Context: an optimization exercise on an open-source flow, tuned for small area, a short achievable clock period and few clock cycles. The choices shown serve that exercise and are no tape-out recipe.
Function was checked by simulation only, so behaviour that the tests miss may differ from the original.

wip/garnet:
Design sw_top, start of the top module:
module sw_top (
    input  wire          clk,
    input  wire          rst,
    input  wire          i_valid,
    input  wire [73:0]   i_job,
    input  wire          i_ready,
    output wire          o_ready,
    output wire          o_valid,
    output wire [17:0]   o_result
);
Size: ~2800 cells after synthesis, about 98 I/O pins.
==> flow/config.mk <==
export PLATFORM = sky130hd
export DESIGN_NAME = sw_top
export DESIGN_NICKNAME = sw_top
export VERILOG_FILES = /design/flow/design.v
export SDC_FILE = /design/flow/constraint.sdc
export NUM_CORES = 4
export LEC_CHECK = 0
export ABC_AREA = 1
export CAP_MARGIN = 20
export CORE_MARGIN = 2
export CORE_UTILIZATION = 70
export PLACE_DENSITY = 0.8
export SLEW_MARGIN = 20
==> flow/constraint.sdc <==
create_clock -name core_clock -period 10.0 [get_ports {clk}]
set_input_delay 2.0000 -clock core_clock [delete_from_list [all_inputs] [get_ports {clk}]]
set_output_delay 2.0000 -clock core_clock [all_outputs]
set_load 0.01 [all_outputs]
standard.sh (not shown) runs the stock make flow with config.mk's settings and CLKGATE_MAP_FILE= SYNTH_SCRIPT=/design/flow/synth_recipe.tcl, a recipe that flattens the netlist after the stock synthesis.
==> flow/flow/run.sh <==
#!/bin/bash
# The standard layout, with the port buffers made from plain buf_2 cells instead of the delay
# buffer that buffer_ports picks on its own. Every make step's output goes to make.log here;
# ORFS keeps each tool's full log under orfs/logs/.
set -euo pipefail
bash standard.sh "BUFFER_PORTS_ARGS=-buffer_cell sky130_fd_sc_hd__buf_2" CTS_CLUSTER_SIZE=30 CTS_CLUSTER_DIAMETER=60 finish > make.log 2>&1
wip/garnet: PASS, flow complete, no timing, DRC or antenna violations
Testbench counts of wip/garnet, summed over its fixed seeds: cycles 16,691.
Setup changes, wip/garnet to wip/fjord
--- a/flow/flow/run.sh
+++ b/flow/flow/run.sh
@@ -6 +6 @@
-bash standard.sh "BUFFER_PORTS_ARGS=-buffer_cell sky130_fd_sc_hd__buf_2" CTS_CLUSTER_SIZE=30 CTS_CLUSTER_DIAMETER=60 finish > make.log 2>&1
+bash standard.sh "BUFFER_PORTS_ARGS=-buffer_cell sky130_fd_sc_hd__buf_2" CTS_CLUSTER_SIZE=24 CTS_CLUSTER_DIAMETER=100 finish > make.log 2>&1
==> comparison <==
wip/fjord reached the end of the flow, and the finished layout is clean on the timing, DRC and antenna checks.
Compared wip/fjord against wip/garnet; routed length per instance within noise.
wip/fjord against wip/garnet: final worst-path cycle share grew by 0.25 points.
Wire length of the first global-routing pass, wip/fjord and wip/garnet: higher on wip/garnet
Maximum achievable frequency | wip/fjord below wip/garnet
Sort wip/fjord and wip/garnet by met1 track demand over resource in global routing, descending, and wip/garnet comes first.
Row met2 global-route usage: wip/fjord lower / wip/garnet higher
The cell area of wip/fjord was superior to that of wip/garnet.
~same longest individual stage delay on the worst path in wip/fjord and wip/garnet
Edits applied to the flow inputs when going from wip/fjord to wip/cedar:
- swapping 70 for 60 in CORE_UTILIZATION
- swapping 0.8 for 0.7 in PLACE_DENSITY
In the reports for wip/cedar and wip/fjord, the smaller relative area change from synthesis to final layout belongs to wip/fjord.
Final cell count delta for wip/cedar relative to wip/fjord: 2.1% higher
wip/cedar vs. wip/fjord: worst slack at placement now smaller, number of H-tree branching levels has remained practically unchanged, worst hold margin rose by 0.013 ns, number of clock buffer instances in the layout went down by 2.
Per the comparison of wip/cedar with wip/fjord, slew of the pin with the lowest slew margin shrank by 0.15 ns; die extent in x increased by about 8% relative to the old numbers; proportion of cell area occupied by multi-input gates held steady; delay contributed by the slowest stage of the critical path has increased.

* * *

Another version of the RTL of sw_top (not shown whole).
Size in the first run: about 4400 cells after synthesis, about 98 I/O pins, roughly 0.040 mm^2 of cells after synthesis.
clock: 10.0 ns
lec_check: 0
cap_margin: 20
core_margin: 2
core_utilization: 40
slew_margin: 20
run.sh (not shown) runs the stock make flow with config.mk's settings and CLKGATE_MAP_FILE= SYNTH_SCRIPT=/design/flow/synth_recipe.tcl, a recipe that flattens the netlist after the stock synthesis.
Stock flow here: none of the scripts above is used.
The baseline finished clean.
Testbench counts at the start, summed over its fixed seeds: cycles 16,691.
Edit:
--- a/flow/config.mk
+++ b/flow/config.mk
@@ -6,4 +6,5 @@
 export NUM_CORES = 4
 export LEC_CHECK = 0
+export ABC_AREA = 1
 export CAP_MARGIN = 20
 export CORE_MARGIN = 2
After rerunning: The new run completed without violations; wire length is lower by 6.2%; design area is lower by 2.0%; register-to-register slack improves by 0.54 ns.

## re-timing with driven ports
No port has a modelled driver above. Below, the same layouts with a new extraction and two added sets of constraints. Step 1 (the two cells are an assumption about what drives the block):
set clk [get_ports {clk}]
set_driving_cell -lib_cell sky130_fd_sc_hd__clkbuf_16 $clk
set_driving_cell -lib_cell sky130_fd_sc_hd__buf_2 [delete_from_list [all_inputs] $clk]
Step 2 also shifts input and output timing later by t, the mid clock arrival at the registers, as if the neighbouring blocks saw the same clock. Three values: no drivers, after step 1, after step 2; two values: the first two.
run | shift t [ns] | setup slack, ns | worst hold slack (ns) | worst register clock-pin slew, ns
wip/garnet | 0.587 | 6.922 / 6.868 / 6.460 | 0.339 / 0.339 / 0.339 | 0.10 / 0.10
wip/fjord | 0.618 | 6.898 / 6.843 / 6.516 | 0.336 / 0.336 / 0.336 | 0.11 / 0.11
wip/cedar | 0.642 | 6.829 / 6.772 / 6.504 | 0.349 / 0.349 / 0.349 | 0.10 / 0.10
the first run of note 2 | 0.716 | 5.742 / 5.673 / 6.110 | 0.331 / 0.331 / 0.331 | 0.06 / 0.06
the second run of note 2 | 0.700 | 5.791 / 5.721 / 5.846 | 0.343 / 0.343 / 0.343 | 0.06 / 0.06
After both steps setup and hold are still met in every run listed. The setup slack of wip/garnet, which loses most, moves by -0.054 ns with the drivers and by -0.462 ns with both steps.
